From an optimization exercise on the open Yosys and OpenROAD flow, aimed at small area, a short achievable clock period and few clock cycles per item; shortcuts taken in it are not production practice. Function was checked by simulation only, so behaviour that the tests miss may differ from the original. Power figures rest on the tool's default switching activity, not on a simulated workload.

## AL
Design rx_data_handler, start of the top module:
module rx_data_handler (
  input  logic                  clk_i,
  input  logic                  rst_i,
  input  logic                  phy_link_up_i,
  input  logic                  phy_fifo_empty_i,
  output logic                  phy_fifo_rd_en_o,
  input  logic                  data_valid_i,
  input  logic [31:0]           data_i,
  input  logic [3:0]            data_k_i,
  output logic [31:0]           m_axis_tdata_o,
  output logic [3:0]            m_axis_tkeep_o,
  output logic                  m_axis_tvalid_o,
  output logic                  m_axis_tlast_o,
  output logic [1:0]            m_axis_tuser_o,
  input  logic                  m_axis_tready_i
);
  logic [35:0] word_in;
  rx_symbol_decode i_decode (
    .data_i   (data_i),
    .data_k_i (data_k_i),
    .word_o   (word_in)
  );
  logic [2:0][35:0] b_q;
  logic [2:0]  wp_q, rp_q;
  logic [35:0] w0_q;
  logic [1:0]  wc_q;
  logic        w0v_q;
  logic        rd_ok_q;
  logic        rd_q;
  logic [3:0]  m_q;
  logic        drop_q;
  logic        open_q;
  logic        tlp_q;
  logic [4:0]  hc_q;
  logic [3:0][7:0] acc_q;
  logic [31:0] od_q;
  logic [3:1]  ok_q;
  logic        ol_q;
  logic [1:0]  ou_q;
  logic        ov_q;
  logic            open_n, tlp_n;
  logic [4:0]      hc_n;
  logic [3:0][3:0] tgt;
  logic [3:0]      w_e, w_n;
  logic            emit;
  logic            cut;
  logic [3:0]      rem_m;
  logic [3:1]      e_keep;
  logic            e_last, e_nul, e_tlp;
  logic            quirk;
  logic [3:0]      d, f, s, g, t;
  logic [4:0]      ob, tb;
  logic [4:0][4:0] hb;
  logic [3:0]      ea, eb, em, pay, segn, prior, clash, cutb, go, first;
  logic [4:0]      stopb;
  logic [3:0][3:0] ln;
  logic [3:0]      we_all;
  always_comb begin
    for (int i = 0; i < 4; i++) begin
      d[i] = m_q[i] && !w0_q[9*i+8];
      f[i] = m_q[i] &&  w0_q[9*i+8] && w0_q[9*i+1];
      s[i] = m_q[i] &&  w0_q[9*i+8] && w0_q[9*i];
      g[i] = w0_q[9*i+2];
      t[i] = w0_q[9*i+3];
    end
    ob[0] = open_q;
    hb[0] = hc_q;
    tb[0] = tlp_q;
    for (int i = 0; i < 4; i++) begin
  ...
For scale: about 1,200 cells after synthesis, roughly 200 flip-flops, about 83 I/O pins.
==> flow/config.mk <==
export PLATFORM = sky130hd
export DESIGN_NAME = rx_data_handler
export DESIGN_NICKNAME = rx_data_handler
export VERILOG_FILES = /design/flow/design.v
export SDC_FILE = /design/flow/constraint.sdc
export NUM_CORES = 4
export LEC_CHECK = 0
export ABC_AREA = 1
export CAP_MARGIN = 20
export CORE_MARGIN = 2
export CORE_UTILIZATION = 40
export CTS_BUF_LIST = sky130_fd_sc_hd__clkbuf_8
export PLACE_DENSITY = 0.6
export SETUP_SLACK_MARGIN = 4.2
export SLEW_MARGIN = 20
==> flow/constraint.sdc <==
create_clock -name core_clock -period 8.0 [get_ports {clk_i}]
set_input_delay 1.6000 -clock core_clock [delete_from_list [all_inputs] [get_ports {clk_i}]]
set_output_delay 1.6000 -clock core_clock [all_outputs]
set_load 0.01 [all_outputs]
run.sh (not shown) runs the stock make flow with config.mk's settings and CLKGATE_MAP_FILE= SYNTH_SCRIPT=/design/flow/synth_recipe.tcl, a recipe that flattens the netlist after the stock synthesis.
AL reached the final stage; the timing, design-rule and antenna checks on its layout passed.
Testbench counts of AL, summed over its fixed seeds: cycles 34,759, items 32,299.
Here is what was changed in the inputs of JK compared with AL.
--- a/flow/design.v
+++ b/flow/design.v
@@ -185,45 +185,47 @@
   assign phy_fifo_rd_en_o = !rst_i && phy_link_up_i && !phy_fifo_empty_i && rd_ok_q;
   always_ff @(posedge clk_i) begin
     if (rst_i) begin
       wc_q    <= 2'd0;
       w0v_q   <= 1'b0;
       wp_q    <= 3'b001;
       rp_q    <= 3'b001;
       rd_q    <= 1'b0;
       rd_ok_q <= 1'b0;
-      m_q     <= 4'b1111;
-      drop_q  <= 1'b0;
       open_q  <= 1'b0;
-      hc_q    <= 5'b00001;
       ov_q    <= 1'b0;
     end else begin
       rd_q    <= phy_fifo_rd_en_o;
       wc_q    <= wc_n[1:0];
       w0v_q   <= cons ? (wc_in > 3'd1) : (wc_in != 3'd0);
       if (data_valid_i) wp_q <= {wp_q[1:0], wp_q[2]};
       if (cons)         rp_q <= {rp_q[1:0], rp_q[2]};
       rd_ok_q <= cons ? (wc_in_rd <= 3'd3) : (wc_in_rd <= 3'd2);
       if (fire) begin
         open_q <= open_n;
-        hc_q   <= hc_n;
-        m_q    <= cut ? rem_m : 4'b1111;
-        drop_q <= cut && quirk;
       end
       ov_q <= (fire && emit) || (ov_q && !m_axis_tready_i);
     end
   end
   always_ff @(posedge clk_i) begin
     for (int k = 0; k < 3; k++) begin
       if (data_valid_i && wp_q[k]) b_q[k] <= word_in;
     end
     if (fire) begin
       tlp_q <= tlp_n;
+      hc_q  <= hc_n;
+    end
+    if (!w0v_q) begin
+      m_q    <= 4'b1111;
+      drop_q <= 1'b0;
+    end else if (fire) begin
+      m_q    <= cut ? rem_m : 4'b1111;
+      drop_q <= cut && quirk;
     end
     for (int j = 0; j < 4; j++) begin
       if (fire && (w_e[j] || w_n[j])) acc_q[j] <= sel[j];
     end
     if (fire && emit) begin
       od_q <= e_b;
       ok_q <= e_keep;
       ol_q <= e_last;
       ou_q <= {e_nul && e_last, e_tlp};
- A highest-delay cell along the critical path of sky130_fd_sc_hd__nor3_2 is what AL shows, while sky130_fd_sc_hd__dlygate4sd2_1 belongs to JK.
- Comparing largest incremental delay on the critical path for AL and JK, the bigger number came from AL.
- [compare] base=AL new=JK: clock network power saw a decrease; setup slack shows an increase of 0.031 ns.
- [compare] base=AL new=JK: sequential share of power went down 1.8 points; wire length now larger.
Testbench counts of JK, summed over its fixed seeds: cycles 34,759, items 32,299.

port drivers added, routing unchanged:
Ports are ideal in the flow. The routed layouts listed here were re-timed in OpenROAD.
Step 1: set_driving_cell puts a clkbuf_16 on clk_i and a buf_2 on each other input, an assumption about the parent block.
Step 2, shift: input delay + t, output delay - t, t = (earliest + latest rising clock arrival at the registers) / 2. This alone moves slack from input paths to output paths.
Three values: no drivers, after step 1, after step 2; two values: the first two.
run	t, ns	slack for setup (ns)	worst hold slack (ns)	slew at the worst register clock pin (ns)	pins driven straight from the clock port
AL	0.568	4.225 / 4.207 / 3.985	0.459 / 0.459 / 0.459	0.07 / 0.07	1
JK	0.581	4.256 / 4.234 / 3.992	0.462 / 0.462 / 0.462	0.06 / 0.06	1
After both steps setup and hold are still met in every run listed. For JK, which loses most, drivers alone change the setup slack by -0.022 ns; drivers and shift together by -0.264 ns.
